Background: an optimization exercise with open tools, aiming at small area. Do not read the settings as production practice. In this exercise RTL edits were held to simulation tests only and were not proved equivalent to the original. Power and IR drop assume default switching activity.

===== flow/standard.sh =====
#!/bin/bash
# synth_recipe.tcl (not shown) runs the flow's synth.tcl, then flattens the netlist and writes it again
# the make line also repeats each setting of config.mk as NAME=value (left out here)
make -C /OpenROAD-flow-scripts/flow DESIGN_CONFIG=/design/flow/config.mk WORK_HOME=/design/flow/orfs CLKGATE_MAP_FILE= SYNTH_SCRIPT=/design/flow/synth_recipe.tcl "${@:-finish}"

===== flow/design.v =====
`timescale 1ns / 1ps
`default_nettype none
package rsrt_pkg;
    localparam logic [1:0] REQ_ADD    = 2'd0;
    localparam logic [1:0] REQ_CLEAR  = 2'd1;
    localparam logic [1:0] REQ_SMOOTH = 2'd2;
    localparam logic [1:0] REQ_STEP   = 2'd3;
endpackage
`default_nettype wire
`timescale 1ns / 1ps
`default_nettype none
module rhythm_slot_regularity_tracker_unit (
    input  wire logic        aclk,
    input  wire logic        aresetn,
    input  wire logic        s_valid,
    output logic             s_ready,
    input  wire logic [13:0] s_data,
    output logic             m_valid,
    input  wire logic        m_ready,
    output logic [35:0]      m_data,
    input  wire logic        cfg_valid,
    output logic             cfg_ready,
    input  wire logic [0:0]  cfg_index,
    input  wire logic [15:0] cfg_data
);
    localparam logic [3:0] ST_INIT = 4'd8;
    localparam logic [3:0] ST_IDLE = 4'd9;
    logic [7:0]  hist [16];
    logic [7:0]  refr [16];
    logic [3:0]  pos;
    logic [3:0]  st;
    logic        mv_q;
    logic [7:0]  mean_q;      
    logic [15:0] score_q;     
    logic        c_q;         
    logic [7:0]  act_q;
    logic [7:0]  lim_q;       
    logic        limhi_q;     
    logic [12:0] r_q;         
    logic [4:0]  n_q;         
    logic [7:0]  raw_q;
    logic        dis_q;
    logic [1:0]  case_q;
    logic [7:0]  add_val;     
    wire [1:0] typ  = s_data[13:12];
    wire [3:0] slot = s_data[11:8];
    wire [7:0] amt  = s_data[7:0];
    wire is_add    = (typ == 2'd0);
    wire is_clr    = (typ == 2'd1);
    wire is_smooth = (typ == 2'd2);
    wire is_step   = (typ == 2'd3);
    wire in_init = (st == ST_INIT);
    wire in_idle = (st == ST_IDLE);
    wire in_p0   = (st == 4'd0);
    wire in_p1   = (st == 4'd1);
    wire in_p2   = (st == 4'd2);
    wire in_p3   = (st == 4'd3);
    wire in_p4   = (st == 4'd4);
    wire in_p5   = (st == 4'd5);
    wire in_p6   = (st == 4'd6);
    wire in_p7   = (st == 4'd7);
    wire       p15     = (pos == 4'hF);
    wire [3:0] pos_inc = pos + 4'd1;
    wire       lo_half = !pos[3];
    wire [7:0] h  = hist[0];
    wire [7:0] rr = refr[0];
    wire       nz = (h != 8'd0);
    wire low    = mean_q < act_q;
    wire active = mean_q > act_q;
    wire match = (is_step && !low) ? (pos_inc == slot) : (pos == slot);
    wire       h_gt_m  = h > mean_q;
    wire       kill_lo = in_p3 && nz && !h_gt_m;
    wire       kill_hi = in_p6 && nz && !limhi_q && h_gt_m;
    wire       kill    = kill_lo || kill_hi;
    wire       keep    = in_p6 && nz && !kill_hi;
    wire       hzero    = in_init || (in_p0 && is_clr) || kill;
    wire       hadd     = in_p0 && is_add && match;
    wire [7:0] hist_new = hzero ? 8'd0 : (hadd ? add_val : h);
    wire       step_hit = in_p0 && is_step && match;
    wire       refwr    = in_init || step_hit;
    wire [7:0] ref_new  = refwr ? hist_new : rr;
    wire       h_gt_r  = h > rr;
    wire       c_empty = !nz && (rr == 8'd0);
    wire       c_hit   = nz && h_gt_r;
    wire       c_miss  = nz && !h_gt_r;
    wire [1:0] case_val = c_empty ? 2'd1 : c_hit ? 2'd2 : c_miss ? 2'd3 : 2'd0;
    wire       step_do = step_hit && !low;
    wire       upd   = case_q != 2'd0;
    wire       dec   = case_q == 2'd3;
    wire       sb    = score_q[0];
    wire       cn    = c_q && (sb ^ dec);
    wire       s_sh  = in_init || (is_step && (in_p1 || in_p2));
    wire       s_new = !in_init && (sb ^ (c_q && in_p2));
    wire [5:0] t     = r_q[12:7];
    wire [5:0] tsub  = {1'b0, t[5:1]} - {1'b0, n_q};
    wire       ge    = (n_q != 5'd0) && !tsub[5];
    wire [4:0] trem  = ge ? {tsub[3:0], t[0]} : t[4:0];
    wire [12:0] div_next = {trem, r_q[6:0], ge};
    wire       kbit   = in_p2 ? !pos[0] : lim_q[pos[2:0]];
    wire       mul    = in_p2 || in_p5;
    wire [8:0] addend = mul ? {1'b0, kbit ? mean_q : 8'd0} : {h, in_p6};
    wire [13:0] sum   = {1'b0, r_q} + {5'd0, addend};
    assign add_val = sum[9] ? 8'hFF : sum[8:1];
    wire sel_idle = in_idle;
    wire sel_acc  = (in_p0 && is_smooth) || keep;
    wire sel_div  = (in_p1 || in_p7) && lo_half;
    wire sel_shr  = mul && lo_half;
    wire sel_clr  = (in_p1 || in_p2 || in_p5) && p15;
    wire sel_hold = !(sel_idle || sel_acc || sel_div || sel_shr || sel_clr);
    wire [12:0] r_next = ({13{sel_idle}} & {4'd0, amt & {8{is_add && s_valid}}, 1'b0})
                       | ({13{sel_acc}}  & sum[12:0])
                       | ({13{sel_div}}  & div_next)
                       | ({13{sel_shr}}  & sum[13:1])
                       | ({13{sel_hold}} & r_q);
    wire go     = in_idle && !mv_q && s_valid && p15;
    wire last   = in_p7 || (in_p0 && (is_add || is_clr)) || (in_p2 && is_step);
    wire commit = p15 && last;
    wire m_ld = (go || (p15 && (in_p2 || in_p3 || in_p5 || in_p7))) && is_smooth;
    wire m_mx = (in_p4 || (in_p0 && is_smooth)) && h_gt_m;
    wire [7:0] m_next = ({8{m_ld}} & r_q[7:0]) | ({8{m_mx}} & h)
                      | ({8{!(m_ld || m_mx)}} & mean_q);
    assign s_ready   = commit;
    assign m_valid   = mv_q;
    assign cfg_ready = 1'b1;
    assign m_data    = {mean_q, raw_q, dis_q, active, score_q, case_q};
    always_ff @(posedge aclk) begin
        for (int i = 0; i < 15; i++) begin
            hist[i] <= hist[i + 1];
            refr[i] <= refr[i + 1];
        end
        hist[15] <= hist_new;
        refr[15] <= ref_new;
        if (s_sh) score_q <= {s_new, score_q[15:1]};
    end
    always_ff @(posedge aclk) begin
        if (!aresetn) begin
            pos     <= 4'd0;
            st      <= ST_INIT;
            mv_q    <= 1'b0;
            mean_q  <= 8'd0;
            act_q   <= 8'd4;
            lim_q   <= 8'hFF;
            limhi_q <= 1'b1;
        end else begin
            pos <= pos_inc;
            if (cfg_valid) begin
                if (cfg_index == 1'b0) begin
                    act_q <= cfg_data[7:0];
                end else begin
                    lim_q   <= cfg_data[7:0];
                    limhi_q <= |cfg_data[15:8];
                end
            end
            if (in_init) begin
                if (p15) st <= ST_IDLE;
            end else if (in_idle) begin
                if (mv_q) begin
                    if (m_ready) mv_q <= 1'b0;
                end else if (go) begin
                    st <= 4'd0;
                end
            end else if (p15) begin
                st <= last ? ST_IDLE : st + 4'd1;
            end
            if (commit) mv_q <= 1'b1;
            mean_q <= m_next;
        end
    end
    always_ff @(posedge aclk) begin
        r_q <= r_next;
        if (in_idle || (in_p5 && p15)) n_q <= 5'd0;
        else if ((in_p0 && is_smooth && nz) || keep) n_q <= n_q + 5'd1;
        if (in_p0 && p15) c_q <= 1'b1;
        else if (in_p1 && p15) c_q <= upd && !cn;
        else c_q <= cn;
        if (go) raw_q <= 8'd0;
        else if (in_p1 && p15) raw_q <= r_q[7:0];
        if (go) dis_q <= 1'b0;
        else if (kill) dis_q <= 1'b1;
        if (go) case_q <= 2'd0;
        else if (step_do) case_q <= case_val;
    end
endmodule
`default_nettype wire

===== flow/config.mk =====
export PLATFORM = sky130hd
export DESIGN_NAME = rhythm_slot_regularity_tracker_unit
export DESIGN_NICKNAME = rhythm_slot_regularity_tracker_unit
export VERILOG_FILES = /design/flow/design.v
export SDC_FILE = /design/flow/constraint.sdc
export NUM_CORES = 4
export LEC_CHECK = 0
export CAP_MARGIN = 20
export CORE_MARGIN = 2
export CORE_UTILIZATION = 65
export SLEW_MARGIN = 20

===== flow/flow/run.sh =====
#!/bin/bash
# The standard layout (standard.sh) with three changes:
#  - synthesis maps the logic with an area-oriented ABC script
#    (flow/abc_area.script) in place of ORFS's abc_speed.script; registers
#    are mapped exactly as in the standard synthesis (ABC does not touch them);
#  - port buffers use the smallest buffer cell (sky130_fd_sc_hd__buf_1);
#  - clock tree: larger sink clusters on clkbuf_16, no dummy loads.
# The whole make output is kept in std_flow.log; ORFS's per-step logs are
# under orfs/logs/.
set -euo pipefail
here=$(pwd)
rm -rf "$here/scripts"
cp -r "$FLOW_HOME/scripts" "$here/scripts"
cp "$here/flow/abc_area.script" "$here/scripts/abc_speed.script"
export SCRIPTS_DIR="$here/scripts"
export BUFFER_PORTS_ARGS="-buffer_cell sky130_fd_sc_hd__buf_1"
export CTS_ARGS="-sink_clustering_enable -repair_clock_nets -sink_clustering_size 28 -sink_clustering_max_diameter 150 -buf_list sky130_fd_sc_hd__clkbuf_16 -dont_use_dummy_load"
bash standard.sh > std_flow.log 2>&1

===== flow/flow/abc_area.script =====
strash
dch -f
amap
topo
dnsize -c

===== flow/constraint.sdc =====
create_clock -name core_clock -period 10.0 [get_ports {aclk}]
set_input_delay 2.0000 -clock core_clock [delete_from_list [all_inputs] [get_ports {aclk}]]
set_output_delay 2.0000 -clock core_clock [all_outputs]
set_load 0.01 [all_outputs]

==> results of run 1 <==
through the flow:
stage,utilization,setup slack [ns]
3_3_place_gp,0.691,4.90
4_1_cts,0.716,4.78
2_1_floorplan,-,5.27
3_5_place_dp,0.691,4.80
5_1_grt,0.717,4.19
6_report,0.717,4.74
flip-flops by register name, summed over array words and instances, names as in the netlist, 2 cells and up:
signal,cells
hist,128
refr,128
score_q,16
r_q,13
act_q,8
lim_q,8
mean_q,8
raw_q,8
n_q,5
pos,4
st,4
case_q,2
synth_stat cells, types with 2 or more instances:
master	number	area (um^2)
a2111oi_0	2	17.5
a211oi_1	8	60.1
a21oi_1	48	240
a221o_1	3	30.0
a221oi_1	5	43.8
a222oi_1	9	90.1
a22oi_1	7	52.6
a311oi_1	5	43.8
a31oi_1	13	81.3
buf_4	4	30.0
clkinv_1	90	338
dfxtp_1	320	6410
edfxtp_1	16	480
fa_1	2	40.0
ha_1	46	576
nand2_1	52	195
nand3_1	5	25.0
nand4_1	7	43.8
nor2_1	68	255
nor2b_1	5	31.3
nor3_1	12	60.1
nor4_1	5	31.3
o21a_1	2	15.0
o21ai_0	30	150
o221a_1	8	90.1
o221ai_1	15	131
o22a_1	2	17.5
o22ai_1	21	131
o31ai_1	8	60.1
o32ai_1	5	43.8
or2_0	2	12.5
or3_1	2	12.5
where the power goes:
group	switching, uW	internal, uW
clock	377	272
combinational	68.2	37.9
sequential	24.0	1360
layer usage:
metal	wire length, um	global-route usage
met5	0	0
met4	946	0.124
met3	1360	0.0427
met2	10800	0.473
met1	9200	0.347
logic make-up after synthesis:
| kind of cell | Yosys count | synth area share |
|---|---|---|
| flip-flops | 336 | 0.693 |
| AO/OA/AOI/OAI | 199 | 0.137 |
| AND/OR/NAND/NOR | 162 | 0.0698 |
| buffers and inverters | 94 | 0.0370 |
| adder cells (fa/ha/maj) | 48 | 0.0620 |
| other | 1 | 0.000378 |
path summary, 6_finish.rpt:
path	start	to	slack, ns	depth (start not counted)
hold reg to reg	refr[1][7]	refr[0][7]	0.33	0
hold / removal	refr[1][7]	refr[0][7]	0.33	0
setup reg to reg	st[0]	refr[15][6]	4.74	20
setup / recovery	st[0]	refr[15][6]	4.74	20
cell type report:
cell class	count	area, um^2	area share
multi-input cells	410	2700	0.249
inverters	90	338	0.0312
well taps	188	235	0.0218
repair buffers	74	282	0.0260
flip-flops and latches	336	6890	0.637
clock buffers	15	375	0.0347
==> reports/qor.csv, run 1 <==
metric,value,unit
vias_per_cell,5.90,
yosys_warnings,3,
drt_iter0_markers,707,
setup_viol,0,
max_stage_delay,0.61,ns
place_inst,1098,
clk_pin_slew,0.10,ns
post-route-min-period,5.26,ns
cpMostUsedCell,clkinv_1,
outcome,finished clean,
rsz0062_at_grt,no,
period_share,0.526,
synthDistinctLibCells,45,
grt_pass1_vias,6628,
dieArea,0.0163,mm^2
slew_violations,0,
cts_root_buffer,clkbuf_16,
drc_errors,0,
power_density,198,mW/mm^2
fmax,0.190,GHz
cp.arrival,5.69,ns
crit_chain,ha_1 -> clkinv_1 -> o21ai_0 -> clkinv_1 -> o32ai_1 -> ha_1 -> a21oi_1 -> o21ai_0 -> nand2_1 -> nand2_1 -> o21ai_0 -> o31ai_1 -> clkinv_1 -> o21ai_0 -> clkinv_1 -> o22ai_1 -> clkinv_1 -> a311oi_1 -> nor2_1 -> a21oi_1,
antennaDiodeCount,0,
holdWs,0.331,ns
tns,0,ns
skew,0.0191,ns
ant_nets,0,
cap_violations,0,
drive_above_1_share,0.0195,
drtPass1Iterations,5,
cts_buffers,15,
die_h,128,um
fin_area,0.0108,mm^2
start_util,0.658,
area_growth_syn_to_layout,8.88,%
dieWidth,128,um
hpwl,15.3,mm
tritoncts,yes,
htree_levels,1,
cts_setup_buffers,0,
ioPinCount,75,
path_delay_family,compound AO/OA/AOI/OAI gates,
async_reset_ff_frac,0,
grt_pass1_wl,34.9,mm
stdcell_count,1113,
synth_edf_count,16,
routedWlPerCell,20.0,um
final_cell_mix,"dfxtp_1, clkinv_1, buf_1, nor2_1, nand2_1",
relSlewSlack,0.223,
cts_resized,0,
total_power,2140,uW
ctsLongestPathBuffers,3,
num_rows,45,
crit_buf_inv,5,
core_region_area,0.0151,mm^2
gp_congestion,0.970,
clkLatencyLatePin,0.50,ns
worstSetupPathType,reg2reg,
final_hold_viol_count,0,
leakagePower,0.00411,uW
final_common_cell,dfxtp_1,
cpMaxStageDelayCell,o21ai_0,
synth.avg_cell_area,11.8,um^2
fill_cells,1007,
peakVddDrop,0.000188,V
hp-class,reg2reg,
syn_inst,840,
syn-cell-area,0.00993,mm^2
vias,6566,
grt_max_degree,29,
worstMarginPinSlew,1.15,ns
antenna_found_initial,0,
placed_cell_area,0.0104,mm^2
finalWirelength,22.3,mm
ys_ff_latch,336,
track_usage,0.276,
start_kind,register,
synth_ff_type,dfxtp_1,
port_buffers,73,
path_max_fanout,15,
yosysSeqAreaShare,0.693,
cts_hold_buf,0,
nNetsFinal,1011,
synth.net_count,924,
overflow,0,
cp-end-kind,register,
cts.sinks,336,
cp_data_required_time,10.43,ns
==> run 2: changes to the inputs <==
--- a/flow/design.v
+++ b/flow/design.v
@@ -42,6 +42,10 @@
     logic        dis_q;
     logic [1:0]  case_q;
     logic [7:0]  add_val;     
+    function automatic logic gt8(input logic [7:0] a, input logic [7:0] b);
+        gt8 = 1'b0;
+        for (int i = 0; i < 8; i++) gt8 = (a[i] & ~b[i]) | (~(a[i] ^ b[i]) & gt8);
+    endfunction
     wire [1:0] typ  = s_data[13:12];
     wire [3:0] slot = s_data[11:8];
     wire [7:0] amt  = s_data[7:0];
@@ -65,10 +69,10 @@
     wire [7:0] h  = hist[0];
     wire [7:0] rr = refr[0];
     wire       nz = (h != 8'd0);
-    wire low    = mean_q < act_q;
-    wire active = mean_q > act_q;
+    wire low    = gt8(act_q, mean_q);
+    wire active = gt8(mean_q, act_q);
     wire match = (is_step && !low) ? (pos_inc == slot) : (pos == slot);
-    wire       h_gt_m  = h > mean_q;
+    wire       h_gt_m  = gt8(h, mean_q);
     wire       kill_lo = in_p3 && nz && !h_gt_m;
     wire       kill_hi = in_p6 && nz && !limhi_q && h_gt_m;
     wire       kill    = kill_lo || kill_hi;
@@ -79,7 +83,7 @@
     wire       step_hit = in_p0 && is_step && match;
     wire       refwr    = in_init || step_hit;
     wire [7:0] ref_new  = refwr ? hist_new : rr;
-    wire       h_gt_r  = h > rr;
+    wire       h_gt_r  = gt8(h, rr);
     wire       c_empty = !nz && (rr == 8'd0);
     wire       c_hit   = nz && h_gt_r;
     wire       c_miss  = nz && !h_gt_r;
==> flow/flow/run.sh (replaced) <==
#!/bin/bash
# The standard layout (standard.sh) with three changes:
#  - synthesis leaves adders to ABC (no extract_fa / half- and full-adder
#    cells: ADDER_MAP_FILE is empty) and maps the logic with an
#    area-oriented ABC script (flow/abc_area.script) in place of ORFS's
#    abc_speed.script; registers are mapped exactly as in the standard
#    synthesis (neither step touches them);
#  - port buffers use the smallest buffer cell (sky130_fd_sc_hd__buf_1);
#  - clock tree: larger sink clusters on clkbuf_16, no dummy loads.
# The whole make output is kept in std_flow.log; ORFS's per-step logs are
# under orfs/logs/.
set -euo pipefail
here=$(pwd)
rm -rf "$here/scripts"
cp -r "$FLOW_HOME/scripts" "$here/scripts"
cp "$here/flow/abc_area.script" "$here/scripts/abc_speed.script"
export SCRIPTS_DIR="$here/scripts"
export ADDER_MAP_FILE=""
export BUFFER_PORTS_ARGS="-buffer_cell sky130_fd_sc_hd__buf_1"
export CTS_ARGS="-sink_clustering_enable -repair_clock_nets -sink_clustering_size 28 -sink_clustering_max_diameter 150 -buf_list sky130_fd_sc_hd__clkbuf_16 -dont_use_dummy_load"
bash standard.sh > std_flow.log 2>&1
==> flow/flow/abc_area.script (replaced) <==
strash
dc2
dch -f
amap -F 4 -A 8
strash
dch -f
amap -F 4 -A 8
topo
dnsize -c
--- a/flow/config.mk
+++ b/flow/config.mk
@@ -7,5 +7,5 @@
 export LEC_CHECK = 0
 export CAP_MARGIN = 20
 export CORE_MARGIN = 2
-export CORE_UTILIZATION = 65
+export CORE_UTILIZATION = 78
 export SLEW_MARGIN = 20
==> reports/qor.csv, run 2 <==
metric,value,unit
outcome,finished clean,
syn-cell-area,0.00937,mm^2
reg2reg_to,refr[15][5],
rr_startpoint,st[1],
slew_violations,0,
vias,7314,
finalWirelength,27.7,mm
synthDistinctLibCells,37,
relSlewSlack,0.218,
synth_fa_ha_area_frac,0,
ant_nets,0,
ys_ff_latch,336,
cts_setup_buffers,0,
ctsLongestPathBuffers,3,
drtPass1Iterations,11,
cts_hold_buf,0,
drive_above_1_share,0.0256,
grtUsageMet2,0.700,
dp_slack,3.98,ns
drc_errors,0,
reg2reg_slack,3.58,ns
setup_viol,0,
grt_pass1_vias,7044,
yosysSeqAreaShare,0.735,
synth-compound-area-share,0.152,
period_share,0.642,
muxShareOfSynthArea,0,
antenna_found_initial,1,
fill_cells,509,
syn_inst,808,
port_buffers,73,
die_h,114,um
ff2ff_path_depth,24,
largestRegisters,"hist (128), refr (128), score_q (16)",
cp-end-kind,register,
start_util,0.790,
area_growth_syn_to_layout,9.22,%
fin_ws,3.58,ns
final_cell_mix,"dfxtp_1, nor2_1, clkinv_1, buf_1, o22ai_1",
fmax,0.156,GHz
yosys_warnings,3,
cts_buffers,15,
nNetsFinal,936,
synthSimpleGateAreaFrac,0.0760,
synth_largest_area_cell,dfxtp_1,
num_rows,40,
synth_xor_area_frac,0.000935,
synth_ff_type,dfxtp_1,
cts_root_buffer,clkbuf_16,
ioPinCount,75,
async_reset_ff_frac,0,
power_density,209,mW/mm^2
core_region_area,0.0119,mm^2
min-delay-start,refr[13][4],
netlist.area_leader.share,0.684,
register_area,0.00689,mm^2
routedWlPerCell,26.4,um
grt_max_degree,29,
worstSetupPathType,reg2reg,
clk_pin_slew,0.12,ns
tns,0,ns
dieArea,0.0129,mm^2
cts_resized,0,
path_max_fanout,8,
cap_violations,0,
yosysMostFrequentCell,dfxtp_1,
overflow,0,
cp.arrival,6.72,ns
tritoncts,yes,
worstMarginPinSlew,1.16,ns
top_usage_layer,met2,
start_kind,register,
synth.net_count,844,
grt_util_met3,0.110,
skew,0.0395,ns
clkLatencyLatePin,0.51,ns
worstHoldEndpoint,refr[12][4],
synth.avg_cell_area,11.6,um^2
cts.sinks,336,
htree_levels,1,
multi_input_area,0.00216,mm^2
met1_usage,0.495,
rsz0062_at_grt,no,
dieWidth,114,um
synth_area_leaders,"dfxtp_1, edfxtp_1, nor2_1",
track_usage,0.426,
gp_congestion,0.960,
synth_edf_count,16,
hp-class,reg2reg,
grt_pass1_wl,41.0,mm
vias_per_cell,6.99,
cp_data_required_time,10.30,ns
leakagePower,0.00381,uW
min_path_cells,0,
final_hold_viol_count,0,
synth_top_family_by_area,compound AO/OA/AOI/OAI gates,
drt_iter0_markers,1407,
hpwl,16.9,mm
post-route-min-period,6.42,ns
synth_commonest_cells,"dfxtp_1, nor2_1, clkinv_1",
peakVddDrop,0.000230,V
final_common_cell,dfxtp_1,
run 2: changes by cell type in the layout (fill, tap and decap cells not counted), sizes merged, moves of 9 or more:
cell,delta
o21ai,+19
o22ai,+29
nor2,+23
a21oi,-11
clkinv,-9
a222oi,+9
ha,-46
run 2: per-layer routing:
metal | wire length, um | up-vias
met4 | 2660 | 0
met1 | 9170 | 3314
met5 | 0 | -
li1 | - | 3024
met2 | 12600 | 733
met3 | 3240 | 243
run 2: power breakdown:
part           switching [uW]  leakage [uW]  total [uW]  internal, uW
Combinational            70.3      0.000840        99.9          29.6
Sequential               22.0       0.00278        1380          1360
Clock                     387      0.000185         659           272
Total                     479       0.00381        2140          1660
run 2: how the worst max path moves through the flow:
stage                          start  slack (ns)     endpoint
final                          st[1]        3.58  refr[15][5]
after global routing           st[1]        3.28  refr[15][5]
after CTS                      st[1]        3.95  refr[15][5]
after detailed placement  s_data[12]        3.98  refr[15][4]
after global placement    s_data[12]        4.63  refr[15][6]
after floorplan           s_data[12]        5.31      s_ready
run 2: metrics by stage:
stage,cell area [um^2],instances,total power (uW),utilization,hold slack (ns)
6_report,10200,1047,2140,0.862,0.325
5_1_grt,10200,1045,2180,0.862,0.329
4_1_cts,10200,1043,2120,0.860,0.324
3_5_place_dp,9820,1028,1490,0.828,0.312
3_3_place_gp,9820,1028,1480,0.828,0.310
2_1_floorplan,9370,808,1450,-,0.310
run 2: layout make-up:
class / instances / share of cell area
diodes: 2 / 0.000489
flip-flops and latches: 336 / 0.673
multi-input cells: 387 / 0.211
clock buffers: 15 / 0.0367
repair buffers: 79 / 0.0312
well taps: 147 / 0.0180
inverters: 81 / 0.0297
run 2: kinds of logic (layout without fill, tap and decap cells):
| logic type | count (synthesis) | after routing |
|---|---|---|
| compound gates | 214 | 214 |
| buf+inv | 85 | 175 |
| xor+xnor | 1 | 1 |
| flops | 336 | 336 |
| simple gates | 171 | 171 |
| other cells | 1 | 3 |
run 2: critical path, cell delays in order (launching register included):
cell      delay (ns)
dfxtp_1         0.48
clkinv_1        0.20
nor3_1          0.61
a221oi_1        0.10
o22ai_1         0.54
nor2_1          0.08
a21oi_1         0.24
nor2_1          0.12
a21o_1          0.19
nor2_1          0.13
nor2_1          0.09
nor2_1          0.19
nor2_1          0.14
o22ai_1         0.23
o22ai_1         0.17
o21ai_0         0.41
nor2_1          0.07
nor2_1          0.26
o22ai_1         0.21
o22ai_1         0.25
nand2_1         0.17
o21ai_0         0.25
nand2_1         0.39
o221ai_1        0.46
o22ai_1         0.21
==> run 3: changes to the inputs <==
--- a/flow/config.mk
+++ b/flow/config.mk
@@ -7,5 +7,5 @@
 export LEC_CHECK = 0
 export CAP_MARGIN = 20
 export CORE_MARGIN = 2
-export CORE_UTILIZATION = 78
+export CORE_UTILIZATION = 65
 export SLEW_MARGIN = 20
==> reports/qor.csv, run 3 <==
metric,value,unit
outcome,finished clean,
path_delay_family,compound AO/OA/AOI/OAI gates,
overflow,0,
rr_startpoint,st[1],
syn-cell-area,0.00937,mm^2
reg2reg_to,refr[15][2],
ctsLongestPathBuffers,3,
gp_congestion,0.929,
cts_setup_buffers,0,
synth_area_leaders,"dfxtp_1, edfxtp_1, nor2_1",
synth.net_count,844,
grt_max_degree,29,
stdcell_count,1078,
place_inst,1061,
worstSetupPathType,reg2reg,
grt_pass1_wl,34.8,mm
netlist.area_leader.share,0.684,
vias_per_cell,6.03,
combinationalPowerShare,0.039,
hp-class,reg2reg,
finalWirelength,22.9,mm
hpwl,15.2,mm
dp_slack,3.85,ns
drt_iter0_markers,756,
synth_edf_count,16,
cts_resized,0,
cp_data_required_time,10.35,ns
fill_cells,891,
htree_levels,1,
port_buffers,73,
cpMaxStageDelayCell,o22ai_1,
min-delay-start,refr[4][5],
yosysSeqAreaShare,0.735,
dieWidth,124,um
core_region_area,0.0140,mm^2
synth.avg_cell_area,11.6,um^2
routedWlPerCell,21.3,um
rsz0062_at_grt,no,
utilization,0.734,
async_reset_ff_frac,0,
fmax,0.180,GHz
clkLatencyLatePin,0.49,ns
p_int,1660,uW
die_h,124,um
register_area,0.00689,mm^2
ant_nets,0,
final_common_cell,dfxtp_1,
relSlewSlack,0.325,
worstHoldEndpoint,refr[3][5],
fin_ws,4.45,ns
power.share.clock,0.309,
ioPinCount,75,
synthDistinctLibCells,37,
peakVddDrop,0.000195,V
dieArea,0.0154,mm^2
path_max_fanout,8,
min_path_cells,0,
max_stage_delay,0.54,ns
cap_violations,0,
cp-end-kind,register,
cts.sinks,336,
slew_violations,0,
drive_above_1_share,0.0246,
ys_ff_latch,336,
reg2reg_slack,4.45,ns
crit_buf_inv,1,
area_growth_syn_to_layout,9.56,%
syn_inst,808,
track_usage,0.301,
antenna_found_initial,4,
multi_input_area,0.00216,mm^2
final_hold_viol_count,0,
cts_buffers,15,
clk_pin_slew,0.10,ns
worstMarginPinSlew,1.01,ns
tritoncts,yes,
cts_root_buffer,clkbuf_16,
vias,6503,
period_share,0.555,
setup_viol,0,
grt_pass1_vias,6243,
leakagePower,0.00380,uW
power_density,206,mW/mm^2
synth_commonest_cells,"dfxtp_1, nor2_1, clkinv_1",
synth_ff_type,dfxtp_1,
start_util,0.670,
ff2ff_path_depth,24,
drc_errors,0,
yosysMostFrequentCell,dfxtp_1,
num_rows,43,
largestRegisters,"hist (128), refr (128), score_q (16)",
power.switching,452,uW
cts_hold_buf,0,
synth_largest_area_cell,dfxtp_1,
seqPwrFrac,0.653,
cpMostUsedCell,nor2_1,
cp.arrival,5.89,ns
skew,0.0106,ns
crit_chain,clkinv_1 -> nor3_1 -> a221oi_1 -> o22ai_1 -> nor2_1 -> a21oi_1 -> nor2_1 -> a21o_1 -> nor2_1 -> nor2_1 -> nor2_1 -> nor2_1 -> o22ai_1 -> o22ai_1 -> o21ai_0 -> nor2_1 -> nor2_1 -> o22ai_1 -> o22ai_1 -> nand2_1 -> o21ai_0 -> nand2_1 -> o221ai_1 -> o22ai_1,
yosys_warnings,3,
swShare,0.214,
nNetsFinal,934,
tns,0,ns
final_cell_mix,"dfxtp_1, nor2_1, clkinv_1, buf_1, o22ai_1",
drtPass1Iterations,6,
post-route-min-period,5.55,ns
start_kind,register,
[run 3: kinds of logic (layout without fill, tap and decap cells)]
group	count (synthesis)	in the layout	share of synthesized area
other	1	3	0.000400
AO/OA/AOI/OAI	214	214	0.152
flip-flops	336	336	0.735
XOR/XNOR	1	1	0.000935
AND/OR/NAND/NOR	171	171	0.0760
buffers and inverters	85	173	0.0357
[run 3: worst max path at each step]
stage / start / to / slack, ns / cells past startpoint
after CTS: s_data[12] / refr[15][4] / 4.16 / 14
final: st[1] / refr[15][2] / 4.45 / 24
after floorplan: s_data[12] / s_ready / 5.31 / 4
after global placement: s_data[12] / refr[15][6] / 4.47 / 14
after detailed placement: s_data[12] / refr[15][4] / 3.85 / 14
after global routing: st[1] / refr[15][2] / 3.97 / 24
[run 3: stage by stage]
step           hold WS, ns  cell area, um^2  total power (uW)
5_1_grt              0.336            10300              2170
4_1_cts              0.331            10200              2110
3_5_place_dp         0.312             9870              1480
3_3_place_gp         0.310             9870              1480
6_report             0.327            10300              2110
2_1_floorplan        0.310             9370              1450
[run 3: power groups by stage]
stage | sequential, uW | combinational, uW | clock (uW)
after floorplan | 1400 | 53.4 | 0
after global placement | 1410 | 73.1 | 0
after detailed placement | 1410 | 76.2 | 0
after CTS | 1380 | 79.0 | 656
after global routing | 1380 | 89.0 | 698
final | 1380 | 81.8 | 652
[run 3: cell type report]
| type | count | area share |
|---|---|---|
| Antenna cell | 2 | 0.000488 |
| Clock buffer | 15 | 0.0366 |
| Inverter | 81 | 0.0296 |
| Multi-Input combinational cell | 387 | 0.211 |
| Sequential cell | 336 | 0.671 |
| Tap cell | 180 | 0.0219 |
| Timing Repair Buffer | 77 | 0.0296 |
[run 3: routing by layer]
metal / wire length, um / global-route usage / vias to the layer above
li1: - / - / 3015
met1: 9080 / 0.383 / 3001
met2: 10600 / 0.496 / 397
met3: 2110 / 0.0595 / 88
met4: 1150 / 0.140 / 2
met5: 11 / 0 / -
==> run 4: changes to the inputs <==
--- a/flow/flow/run.sh
+++ b/flow/flow/run.sh
@@ -17,5 +17,5 @@
 export SCRIPTS_DIR="$here/scripts"
 export ADDER_MAP_FILE=""
 export BUFFER_PORTS_ARGS="-buffer_cell sky130_fd_sc_hd__buf_1"
-export CTS_ARGS="-sink_clustering_enable -repair_clock_nets -sink_clustering_size 28 -sink_clustering_max_diameter 150 -buf_list sky130_fd_sc_hd__clkbuf_16 -dont_use_dummy_load"
+export CTS_ARGS="-sink_clustering_enable -repair_clock_nets -sink_clustering_size 32 -sink_clustering_max_diameter 150 -buf_list sky130_fd_sc_hd__clkbuf_16 -root_buf sky130_fd_sc_hd__clkbuf_4 -tree_buf sky130_fd_sc_hd__clkbuf_4 -sink_clustering_buffer sky130_fd_sc_hd__clkbuf_16 -dont_use_dummy_load"
 bash standard.sh > std_flow.log 2>&1
==> reports/qor.csv, run 4 <==
metric,value,unit
final_common_cell,dfxtp_1,
num_rows,43,
path_max_fanout,8,
drt_iter0_markers,657,
max_stage_delay,0.54,ns
final_cell_mix,"dfxtp_1, nor2_1, clkinv_1, buf_1, o22ai_1",
area_growth_syn_to_layout,8.71,%
cts_resized,0,
hp-class,reg2reg,
vias_per_cell,6.02,
drive_above_1_share,0.0235,
yosysMostFrequentCell,dfxtp_1,
dieWidth,124,um
async_reset_ff_frac,0,
p_int,1600,uW
start_kind,register,
total_power,2050,uW
cp_data_required_time,10.49,ns
synth_ff_type,dfxtp_1,
yosysSeqAreaShare,0.735,
cpMostUsedCell,nor2_1,
path_delay_family,compound AO/OA/AOI/OAI gates,
grt_pass1_wl,34.6,mm
synth.net_count,844,
worstMarginPinSlew,1.02,ns
synth_commonest_cells,"dfxtp_1, nor2_1, clkinv_1",
cp.arrival,5.96,ns
rsz0062_at_grt,no,
slew_violations,0,
port_buffers,73,
hpwl,15.2,mm
nNetsFinal,933,
place_inst,1061,
tritoncts,yes,
crit_buf_inv,1,
seqPwrFrac,0.674,
dieArea,0.0154,mm^2
fin_area,0.0102,mm^2
peakVddDrop,0.000176,V
leakagePower,0.00376,uW
clk_pin_slew,0.12,ns
routedWlPerCell,21.3,um
grt_max_degree,33,
synth_area_leaders,"dfxtp_1, edfxtp_1, nor2_1",
drc_errors,0,
core_region_area,0.0140,mm^2
period_share,0.547,
cts_hold_buf,0,
synth_edf_count,16,
cts_root_buffer,clkbuf_4,
fmax,0.183,GHz
netlist.area_leader.share,0.684,
crit_chain,clkinv_1 -> nor3_1 -> a221oi_1 -> o22ai_1 -> nor2_1 -> a21oi_1 -> nor2_1 -> a21o_1 -> nor2_1 -> nor2_1 -> nor2_1 -> nor2_1 -> o22ai_1 -> o22ai_1 -> o21ai_0 -> nor2_1 -> nor2_1 -> o22ai_1 -> o22ai_1 -> nand2_1 -> o21ai_0 -> nand2_1 -> o221ai_1 -> o22ai_1,
syn_inst,808,
ys_ff_latch,336,
placed_cell_area,0.00987,mm^2
start_util,0.670,
register_area,0.00689,mm^2
stdcell_count,1076,
swShare,0.218,
multi_input_area,0.00216,mm^2
skew,0.0349,ns
post-route-min-period,5.47,ns
synth.avg_cell_area,11.6,um^2
synth_largest_area_cell,dfxtp_1,
synthDistinctLibCells,37,
syn-cell-area,0.00937,mm^2
finalWirelength,22.9,mm
drtPass1Iterations,6,
relSlewSlack,0.312,
cts_setup_buffers,0,
final_hold_viol_count,0,
cap_violations,0,
yosys_warnings,3,
clkLatencyLatePin,0.64,ns
cts_buffers,14,
die_h,124,um
outcome,finished clean,
antenna_found_initial,0,
vias,6475,
fill_cells,889,
cp-end-kind,register,
ioPinCount,75,
power_density,201,mW/mm^2
cpMaxStageDelayCell,nor3_1,
power.share.clock,0.287,
worstSetupPathType,reg2reg,
grt_pass1_vias,6259,
power.switching,445,uW
largestRegisters,"hist (128), refr (128), score_q (16)",
cts.sinks,336,
combinationalPowerShare,0.039,
ctsLongestPathBuffers,3,
overflow,0,
gp_congestion,0.929,
track_usage,0.299,
ant_nets,0,
setup_viol,0,
htree_levels,1,
tns,0,ns
-- run 4: cell count changes in the layout (fill, tap and decap cells not counted) --
cell	change
clkbuf_16	-4
clkbuf_4	+3
diode_2	-1
-- run 4: power groups by stage --
stage / sequential, uW / clock [uW] / combinational (uW)
final: 1380 / 586 / 80.6
after global routing: 1380 / 627 / 87.5
after CTS: 1380 / 590 / 77.5
after detailed placement: 1410 / 0 / 76.2
after global placement: 1410 / 0 / 73.1
after floorplan: 1400 / 0 / 53.4
-- run 4: through the flow --
| stage | worst slack, ns | hold slack (ns) | util |
|---|---|---|---|
| 6_report | 4.53 | 0.295 | 0.728 |
| 5_1_grt | 4.04 | 0.297 | 0.728 |
| 3_3_place_gp | 4.47 | 0.310 | 0.706 |
| 2_1_floorplan | 5.31 | 0.310 | - |
| 3_5_place_dp | 3.85 | 0.312 | 0.706 |
| 4_1_cts | 4.43 | 0.301 | 0.727 |
-- run 4: layer usage --
| layer | vias to the layer above | wire (um) | track usage |
|---|---|---|---|
| met5 | - | 0 | 0 |
| met4 | 0 | 1020 | 0.127 |
| met3 | 84 | 1750 | 0.0508 |
| met2 | 359 | 10800 | 0.502 |
| met1 | 3021 | 9370 | 0.384 |
| li1 | 3011 | - | - |
-- run 4: final cells by class --
type,count,share of cell area
antenna,1,0.000246
clock buffer,14,0.0292
inverter,81,0.0299
multi-input combinational,387,0.212
sequential,336,0.676
tap,180,0.0221
timing repair buffer,77,0.0299
-- run 4: worst paths after layout --
kind                                     to  slack [ns]  cells past startpoint         from
worst max-delay path            refr[15][4]        4.53                     24        st[1]
worst min register to register  hist[11][1]        0.29                      0  hist[12][1]
worst max register to register  refr[15][4]        4.53                     24        st[1]
worst min-delay path            hist[11][1]        0.29                      0  hist[12][1]
-- run 4: logic make-up after synthesis --
logic type	share of synthesized area
buffers and inverters	0.0357
xor gates and xnor gates	0.000935
and+or+nand+nor	0.0760
DFF	0.735
other	0.000400
AOI/OAI and AO/OA	0.152
==> run 5: changes to the inputs <==
--- a/flow/flow/run.sh
+++ b/flow/flow/run.sh
@@ -17,5 +17,5 @@
 export SCRIPTS_DIR="$here/scripts"
 export ADDER_MAP_FILE=""
 export BUFFER_PORTS_ARGS="-buffer_cell sky130_fd_sc_hd__buf_1"
-export CTS_ARGS="-sink_clustering_enable -repair_clock_nets -sink_clustering_size 32 -sink_clustering_max_diameter 150 -buf_list sky130_fd_sc_hd__clkbuf_16 -root_buf sky130_fd_sc_hd__clkbuf_4 -tree_buf sky130_fd_sc_hd__clkbuf_4 -sink_clustering_buffer sky130_fd_sc_hd__clkbuf_16 -dont_use_dummy_load"
+export CTS_ARGS="-sink_clustering_enable -repair_clock_nets -sink_clustering_size 28 -sink_clustering_max_diameter 150 -buf_list sky130_fd_sc_hd__clkbuf_16 -root_buf sky130_fd_sc_hd__clkbuf_4 -tree_buf sky130_fd_sc_hd__clkbuf_4 -sink_clustering_buffer sky130_fd_sc_hd__clkbuf_16 -dont_use_dummy_load"
 bash standard.sh > std_flow.log 2>&1
--- a/flow/config.mk
+++ b/flow/config.mk
@@ -7,5 +7,5 @@
 export LEC_CHECK = 0
 export CAP_MARGIN = 20
 export CORE_MARGIN = 2
-export CORE_UTILIZATION = 65
+export CORE_UTILIZATION = 70
 export SLEW_MARGIN = 20
==> reports/qor.csv, run 5 <==
metric,value,unit
start_util,0.713,
vias_per_cell,6.29,
largestRegisters,"hist (128), refr (128), score_q (16)",
die_h,120,um
grt_pass1_wl,35.8,mm
dieWidth,120,um
grt_max_degree,29,
yosysMostFrequentCell,dfxtp_1,
synth_largest_area_cell,dfxtp_1,
power.switching,455,uW
max_stage_delay,0.58,ns
p_int,1620,uW
syn-cell-area,0.00937,mm^2
cts.sinks,336,
crit_buf_inv,1,
syn_inst,808,
ant_nets,0,
slew_violations,0,
antennaDiodeCount,0,
relSlewSlack,0.421,
drive_above_1_share,0.0245,
fmax,0.176,GHz
period_share,0.569,
power_density,203,mW/mm^2
netlist.area_leader.share,0.684,
power.share.clock,0.293,
swShare,0.220,
start_kind,register,
cpMostUsedCell,nor2_1,
cp-end-kind,register,
grt_pass1_vias,6415,
total_power,2070,uW
placed_cell_area,0.00987,mm^2
cpMaxStageDelayCell,o22ai_1,
cts_hold_buf,0,
synth.avg_cell_area,11.6,um^2
peakVddDrop,0.000215,V
final_hold_viol_count,0,
combinationalPowerShare,0.041,
synth_commonest_cells,"dfxtp_1, nor2_1, clkinv_1",
vias,6750,
skew,0.0818,ns
core_region_area,0.0131,mm^2
min_path_cells,0,
outcome,finished clean,
path_delay_family,compound AO/OA/AOI/OAI gates,
cts_buffers,15,
synthDistinctLibCells,37,
drc_errors,0,
antenna_found_initial,0,
synth_area_leaders,"dfxtp_1, edfxtp_1, nor2_1",
area_growth_syn_to_layout,8.91,%
fin_area,0.0102,mm^2
final_cell_mix,"dfxtp_1, nor2_1, clkinv_1, buf_1, o22ai_1",
cp.depth,24,
finalWirelength,23.7,mm
cts_root_buffer,clkbuf_4,
dieArea,0.0143,mm^2
cts_resized,0,
crit_chain,clkinv_1 -> nor3_1 -> a221oi_1 -> o22ai_1 -> nor2_1 -> a21oi_1 -> nor2_1 -> a21o_1 -> nor2_1 -> nor2_1 -> nor2_1 -> nor2_1 -> o22ai_1 -> o22ai_1 -> o21ai_0 -> nor2_1 -> nor2_1 -> o22ai_1 -> o22ai_1 -> nand2_1 -> o21ai_0 -> nand2_1 -> o221ai_1 -> o22ai_1,
leakagePower,0.00378,uW
clk_pin_slew,0.11,ns
synth_ff_type,dfxtp_1,
ff2ff_path_depth,24,
final_common_cell,dfxtp_1,
gp_congestion,0.905,
cp.arrival,6.14,ns
port_buffers,73,
rsz0062_at_grt,no,
hp-class,reg2reg,
setup_viol,0,
worstMarginPinSlew,0.863,ns
synth.net_count,844,
cp_data_required_time,10.46,ns
ioPinCount,75,
tritoncts,yes,
hpwl,16.2,mm
num_rows,42,
cap_violations,0,
cts_setup_buffers,0,
clkLatencyLatePin,0.69,ns
tns,0,ns
seqPwrFrac,0.666,
nNetsFinal,935,
routedWlPerCell,22.1,um
worstSetupPathType,reg2reg,
utilization,0.776,
overflow,0,
ys_ff_latch,336,
path_max_fanout,8,
track_usage,0.327,
drt_iter0_markers,1181,
drtPass1Iterations,9,
post-route-min-period,5.69,ns
async_reset_ff_frac,0,
synth_edf_count,16,
yosysSeqAreaShare,0.735,
yosys_warnings,3,
ctsLongestPathBuffers,3,
htree_levels,1,
==> run 5: area by class of cell <==
cell class                 instances  area [um^2]
inverter                          81          304
fill                             768         2940
tap                              176          220
sequential                       336         6890
clock buffer                      15          323
timing repair buffer              78          312
multi-input combinational        387         2160
==> run 5: path summary, 6_finish.rpt <==
kind / end / startpoint / slack (ns)
worst max-delay path: refr[15][4] / st[1] / 4.31
worst min-delay path: refr[1][4] / refr[2][4] / 0.29
worst max register to register: refr[15][4] / st[1] / 4.31
worst min register to register: refr[1][4] / refr[2][4] / 0.29
==> run 5: logic make-up (layout without fill, tap and decap cells) <==
logic type	Yosys count	in the layout	synth area share
other cells	1	1	0.000400
xor+xnor	1	1	0.000935
compound gates	214	214	0.152
flops	336	336	0.735
simple gates	171	171	0.0760
buf+inv	85	174	0.0357
==> run 5: power by group through the flow <==
| stage | Sequential [uW] | Clock [uW] | Combinational (uW) |
|---|---|---|---|
| 5_1_grt | 1380 | 649 | 91.3 |
| 3_5_place_dp | 1410 | 0 | 79.6 |
| 3_3_place_gp | 1410 | 0 | 74.5 |
| 4_1_cts | 1380 | 604 | 81.7 |
| 2_1_floorplan | 1400 | 0 | 53.4 |
| 6_report | 1380 | 606 | 85.9 |
==> run 5: per-layer routing <==
metal,track usage,share of wire
met2,0.566,0.49
met4,0.128,0.049
met5,0,0
met3,0.0423,0.089
met1,0.421,0.37
==> run 5: through the flow <==
stage | hold slack (ns) | instances | setup WS [ns]
2_1_floorplan | 0.310 | 808 | 5.31
3_3_place_gp | 0.311 | 1058 | 4.50
3_5_place_dp | 0.312 | 1058 | 4.19
4_1_cts | 0.283 | 1073 | 4.54
5_1_grt | 0.270 | 1073 | 3.95
6_report | 0.292 | 1073 | 4.31
==> run 6: changes to the inputs <==
--- a/flow/config.mk
+++ b/flow/config.mk
@@ -6,6 +6,7 @@
 export NUM_CORES = 4
 export LEC_CHECK = 0
 export CAP_MARGIN = 20
+export CORE_ASPECT_RATIO = 0.5
 export CORE_MARGIN = 2
-export CORE_UTILIZATION = 70
+export CORE_UTILIZATION = 65
 export SLEW_MARGIN = 20
==> reports/qor.csv, run 6 <==
metric,value,unit
outcome,finished clean,
post-route-min-period,5.31,ns
die_h,88.9,um
rr_startpoint,st[1],
power.share.clock,0.297,
vias_per_cell,5.93,
cts_root_buffer,clkbuf_4,
fill_cells,873,
finalWirelength,22.3,mm
drtPass1Iterations,7,
cts_hold_buf,0,
register_area,0.00689,mm^2
cp.arrival,5.82,ns
worstMarginPinSlew,1.17,ns
antennaDiodeCount,0,
power_density,202,mW/mm^2
track_usage,0.289,
multi_input_area,0.00216,mm^2
final_common_cell,dfxtp_1,
synthDistinctLibCells,37,
ff2ff_path_depth,24,
dieWidth,174,um
combinationalPowerShare,0.037,
largestRegisters,"hist (128), refr (128), score_q (16)",
cp_data_required_time,10.51,ns
ant_nets,0,
num_rows,30,
drc_errors,0,
p_int,1620,uW
yosysMostFrequentCell,dfxtp_1,
hp-class,reg2reg,
rsz0062_at_grt,no,
worstSetupPathType,reg2reg,
skew,0.0539,ns
gp_congestion,0.970,
syn-cell-area,0.00937,mm^2
yosys_warnings,3,
fin_area,0.0102,mm^2
cts_setup_buffers,0,
async_reset_ff_frac,0,
overflow,0,
drive_above_1_share,0.0256,
synth_area_leaders,"dfxtp_1, edfxtp_1, nor2_1",
antenna_found_initial,1,
start_kind,register,
ctsLongestPathBuffers,3,
synth.avg_cell_area,11.6,um^2
routedWlPerCell,20.5,um
setup_viol,0,
start_util,0.678,
dieArea,0.0154,mm^2
cp-end-kind,register,
netlist.area_leader.share,0.684,
core_region_area,0.0138,mm^2
tritoncts,yes,
grt_pass1_vias,5918,
fmax,0.188,GHz
seqPwrFrac,0.666,
final_cell_mix,"dfxtp_1, nor2_1, clkinv_1, buf_1, o22ai_1",
cts_buffers,15,
reg2reg_to,refr[15][7],
port_buffers,73,
min-delay-start,refr[1][4],
syn_inst,808,
holdWs,0.299,ns
power.switching,449,uW
synth_commonest_cells,"dfxtp_1, nor2_1, clkinv_1",
leakagePower,0.00378,uW
period_share,0.531,
htree_levels,1,
reg2reg_slack,4.69,ns
slew_violations,0,
synth.net_count,844,
clkLatencyLatePin,0.70,ns
clk_pin_slew,0.11,ns
grt_pass1_wl,33.6,mm
swShare,0.217,
min_path_cells,0,
final_hold_viol_count,0,
worstHoldEndpoint,refr[0][4],
synth_ff_type,dfxtp_1,
drt_iter0_markers,917,
yosysSeqAreaShare,0.735,
path_max_fanout,8,
relSlewSlack,0.216,
ioPinCount,75,
grt_max_degree,29,
peakVddDrop,0.000146,V
synth_edf_count,16,
cts_resized,0,
tns,0,ns
utilization,0.741,
vias,6466,
area_growth_syn_to_layout,9.22,%
nNetsFinal,936,
cts.sinks,336,
ys_ff_latch,336,
hpwl,14.3,mm
synth_largest_area_cell,dfxtp_1,
cap_violations,0,
placed_cell_area,0.00991,mm^2
[run 6: critical path, stage by stage (launching register included)]
cell and delay [ns]:
dfxtp_1 0.47, clkinv_1 0.20, nor3_1 0.45, a221oi_1 0.10
o22ai_1 0.60, nor2_1 0.08, a21oi_1 0.17, nor2_1 0.07
a21o_1 0.16, nor2_1 0.12, nor2_1 0.07, nor2_1 0.12
nor2_1 0.08, o22ai_1 0.21, o22ai_1 0.15, o21ai_0 0.30
nor2_1 0.07, nor2_1 0.19, o22ai_1 0.15, o22ai_1 0.17
nand2_1 0.12, o21ai_0 0.17, nand2_1 0.34, o221ai_1 0.38
o21ai_0 0.19
[run 6: how the worst max path moves through the flow]
stage / startpoint / endpoint / slack (ns)
2_1_floorplan: s_data[12] / s_ready / 5.31
3_3_place_gp: s_data[12] / refr[15][0] / 4.67
3_5_place_dp: s_data[12] / refr[15][7] / 4.34
4_1_cts: s_data[12] / s_ready / 4.75
5_1_grt: st[1] / refr[15][5] / 4.14
6_report: st[1] / refr[15][7] / 4.69
[run 6: per-layer routing]
layer  global-route usage  vias to the layer above  share of wire  wire length (um)
li1                     -                     3027              -                 -
met4                0.105                        0          0.032               715
met5                    0                        -              0                 0
met2                0.477                      399           0.45              9960
met3               0.0584                       83          0.090              2000
met1                0.389                     2957           0.43              9620
[run 6: through the flow]
| stage | power, uW | setup slack [ns] | instances |
|---|---|---|---|
| floorplan | 1450 | 5.31 | 808 |
| global placement | 1480 | 4.67 | 1075 |
| global route | 2120 | 4.14 | 1090 |
| CTS | 2070 | 4.75 | 1090 |
| detailed placement | 1480 | 4.34 | 1075 |
| finish | 2070 | 4.69 | 1090 |
[run 6: layout make-up]
type	count	area share
Clock buffer	15	0.0316
Sequential cell	336	0.673
Tap cell	192	0.0235
Multi-Input combinational cell	387	0.211
Timing Repair Buffer	79	0.0312
Inverter	81	0.0297
[run 6: logic make-up after synthesis]
kind of cell	count (synthesis)	synth area share
flops	336	0.735
compound gates	214	0.152
simple gates	171	0.0760
buf+inv	85	0.0357
xor+xnor	1	0.000935
other cells	1	0.000400
[run 6: power by group through the flow]
stage,Clock (uW),Sequential (uW),Combinational [uW]
after CTS,618,1380,74.4
after global routing,659,1380,84.5
after global placement,0,1410,71.1
final,613,1380,76.5
after detailed placement,0,1410,73.2
after floorplan,0,1400,53.4
==> run 7: changes to the inputs <==
--- a/flow/config.mk
+++ b/flow/config.mk
@@ -6,7 +6,6 @@
 export NUM_CORES = 4
 export LEC_CHECK = 0
 export CAP_MARGIN = 20
-export CORE_ASPECT_RATIO = 0.5
 export CORE_MARGIN = 2
 export CORE_UTILIZATION = 65
 export SLEW_MARGIN = 20
==> reports/qor.csv, run 7 <==
metric,value,unit
outcome,finished clean,
skew,0.0170,ns
track_usage,0.302,
die_h,124,um
cpMaxStageDelayCell,o22ai_1,
slew_violations,0,
core_region_area,0.0140,mm^2
drive_above_1_share,0.0256,
start_kind,register,
cp_data_required_time,10.48,ns
syn-cell-area,0.00937,mm^2
routedWlPerCell,21.3,um
hp-class,reg2reg,
cts_resized,0,
ys_ff_latch,336,
vias_per_cell,5.99,
ant_nets,0,
cpMostUsedCell,nor2_1,
overflow,0,
cap_violations,0,
cp-end-kind,register,
syn_inst,808,
cts_buffers,15,
gp_congestion,0.929,
yosysSeqAreaShare,0.735,
crit_chain,clkinv_1 -> nor3_1 -> a221oi_1 -> o22ai_1 -> nor2_1 -> a21oi_1 -> nor2_1 -> a21o_1 -> nor2_1 -> nor2_1 -> nor2_1 -> nor2_1 -> o22ai_1 -> o22ai_1 -> o21ai_0 -> nor2_1 -> nor2_1 -> o22ai_1 -> o22ai_1 -> nand2_1 -> o21ai_0 -> nand2_1 -> o221ai_1 -> clkinv_1,
dieWidth,124,um
drc_errors,0,
cp.arrival,6.24,ns
synthSimpleGateAreaFrac,0.0760,
leakagePower,0.00378,uW
start_util,0.670,
grt_max_degree,29,
ioPinCount,75,
fin_ws,4.24,ns
muxShareOfSynthArea,0,
htree_levels,1,
ff2ff_path_depth,24,
reg2reg_slack,4.24,ns
nNetsFinal,935,
synth_fa_ha_area_frac,0,
rr_startpoint,st[1],
synth_commonest_cells,"dfxtp_1, nor2_1, clkinv_1",
synth_ff_type,dfxtp_1,
antenna_found_initial,3,
grt_pass1_wl,34.9,mm
clk_pin_slew,0.10,ns
final_common_cell,dfxtp_1,
synth_largest_area_cell,dfxtp_1,
synth_area_leaders,"dfxtp_1, edfxtp_1, nor2_1",
final_cell_mix,"dfxtp_1, nor2_1, clkinv_1, buf_1, o22ai_1",
reg2reg_to,hist[15][7],
tns,0,ns
period_share,0.576,
worstHoldEndpoint,refr[3][1],
peakVddDrop,0.000182,V
finalWirelength,23.0,mm
synth_edf_count,16,
fin_area,0.0102,mm^2
cts.sinks,336,
drt_iter0_markers,761,
dp_slack,3.85,ns
clkLatencyLatePin,0.64,ns
fmax,0.174,GHz
yosys_warnings,3,
port_buffers,73,
max_stage_delay,0.56,ns
area_growth_syn_to_layout,9.08,%
largestRegisters,"hist (128), refr (128), score_q (16)",
yosysMostFrequentCell,dfxtp_1,
cts_hold_buf,0,
path_max_fanout,8,
path_delay_family,compound AO/OA/AOI/OAI gates,
synth_xor_area_frac,0.000935,
hpwl,15.2,mm
vias,6467,
worstMarginPinSlew,1.01,ns
drtPass1Iterations,8,
crit_buf_inv,2,
synth.net_count,844,
synth.avg_cell_area,11.6,um^2
min-delay-start,refr[4][1],
worstSetupPathType,reg2reg,
cts_root_buffer,clkbuf_4,
cts_setup_buffers,0,
placed_cell_area,0.00987,mm^2
synthDistinctLibCells,37,
dieArea,0.0154,mm^2
synth-compound-area-share,0.152,
async_reset_ff_frac,0,
post-route-min-period,5.76,ns
synth_top_family_by_area,compound AO/OA/AOI/OAI gates,
relSlewSlack,0.320,
min_path_cells,0,
ctsLongestPathBuffers,3,
power_density,202,mW/mm^2
netlist.area_leader.share,0.684,
tritoncts,yes,
rsz0062_at_grt,no,
final_hold_viol_count,0,
num_rows,43,
setup_viol,0,
grt_pass1_vias,6200,
==> run 7: cells by family (layout without fill, tap and decap cells) <==
| group | after synthesis | after routing |
|---|---|---|
| buffers and inverters | 85 | 174 |
| other | 1 | 3 |
| XOR/XNOR | 1 | 1 |
| AND/OR/NAND/NOR | 171 | 171 |
| AO/OA/AOI/OAI | 214 | 214 |
| flip-flops | 336 | 336 |
==> run 7: worst max-delay path by stage <==
stage | startpoint | endpoint | slack, ns | cells after the start
6_report | st[1] | hist[15][7] | 4.24 | 24
5_1_grt | st[1] | hist[15][7] | 3.85 | 24
4_1_cts | s_data[12] | hist[15][7] | 4.35 | 14
3_5_place_dp | s_data[12] | refr[15][4] | 3.85 | 14
3_3_place_gp | s_data[12] | refr[15][6] | 4.47 | 14
2_1_floorplan | s_data[12] | s_ready | 5.31 | 4
==> run 7: worst reg2reg max path, delay by kind of cell, from the launching register on <==
family          cells  cell delay (ns)
compound gates     11             2.83
buf+inv             2             0.39
flops               1             0.47
simple gates       11             1.91
==> run 7: stage by stage <==
stage	hold WS [ns]	power (uW)	std cells	utilization
floorplan	0.310	1450	808	-
global placement	0.310	1480	1061	0.706
detailed placement	0.312	1480	1061	0.706
CTS	0.328	2060	1076	0.729
global route	0.334	2120	1077	0.730
finish	0.329	2060	1079	0.730
==> run 7: area by class of cell <==
cell class,instances,area (um^2)
fill,899,3770
tap,180,225
multi-input combinational,387,2160
inverter,81,304
clock buffer,15,323
sequential,336,6890
timing repair buffer,78,312
antenna,2,5.00
==> run 7: metal layers <==
metal | routed length (um) | track usage | vias up
met4 | 1040 | 0.119 | 2
met3 | 1890 | 0.0527 | 86
li1 | - | - | 3026
met5 | 13 | 0 | -
met1 | 9100 | 0.387 | 2974
met2 | 11000 | 0.512 | 379
==> run 7: where the power goes <==
| group | leakage, uW | total (uW) | switching, uW | internal, uW |
|---|---|---|---|---|
| combinational | 0.000833 | 81.2 | 51.6 | 29.6 |
| sequential | 0.00278 | 1380 | 19.7 | 1360 |
| clock | 0.000162 | 602 | 375 | 227 |

-- re-timing with driven ports --
Ports are ideal in the flow. The routed layouts listed here were re-timed in OpenROAD.
Step 1 assumes that a clkbuf_16 drives the clock port and a buf_2 every other input.
Step 2 adds t to the input delays and takes it off the output delays; t is the mean of the earliest and latest rising clock arrival at the registers after step 1. Input paths then give back, and output paths get back, about the clock's delay inside the block.
Slacks: ideal ports / drivers / drivers and shift; pairs: ideal ports / drivers.
run | t (ns) | setup slack, ns | clock arrival spread, ns | cell pins on the clock port's net
run 1 | 0.529 | 4.736 / 4.717 / 4.666 | 0.021 / 0.020 | 1
run 2 | 0.532 | 3.582 / 3.582 / 3.582 | 0.042 / 0.041 | 1
run 3 | 0.524 | 4.453 / 4.453 / 4.058 | 0.014 / 0.014 | 1
run 4 | 0.653 | 4.534 / 4.534 / 4.179 | 0.037 / 0.037 | 1
run 5 | 0.680 | 4.313 / 4.313 / 4.205 | 0.086 / 0.086 | 1
run 6 | 0.709 | 4.691 / 4.691 / 4.413 | 0.057 / 0.058 | 1
run 7 | 0.663 | 4.242 / 4.242 / 4.079 | 0.021 / 0.021 | 1
After both steps setup and hold are still met in every run listed. The setup slack of run 3, which loses most, moves by 0.000 ns with the drivers and by -0.395 ns with both steps.
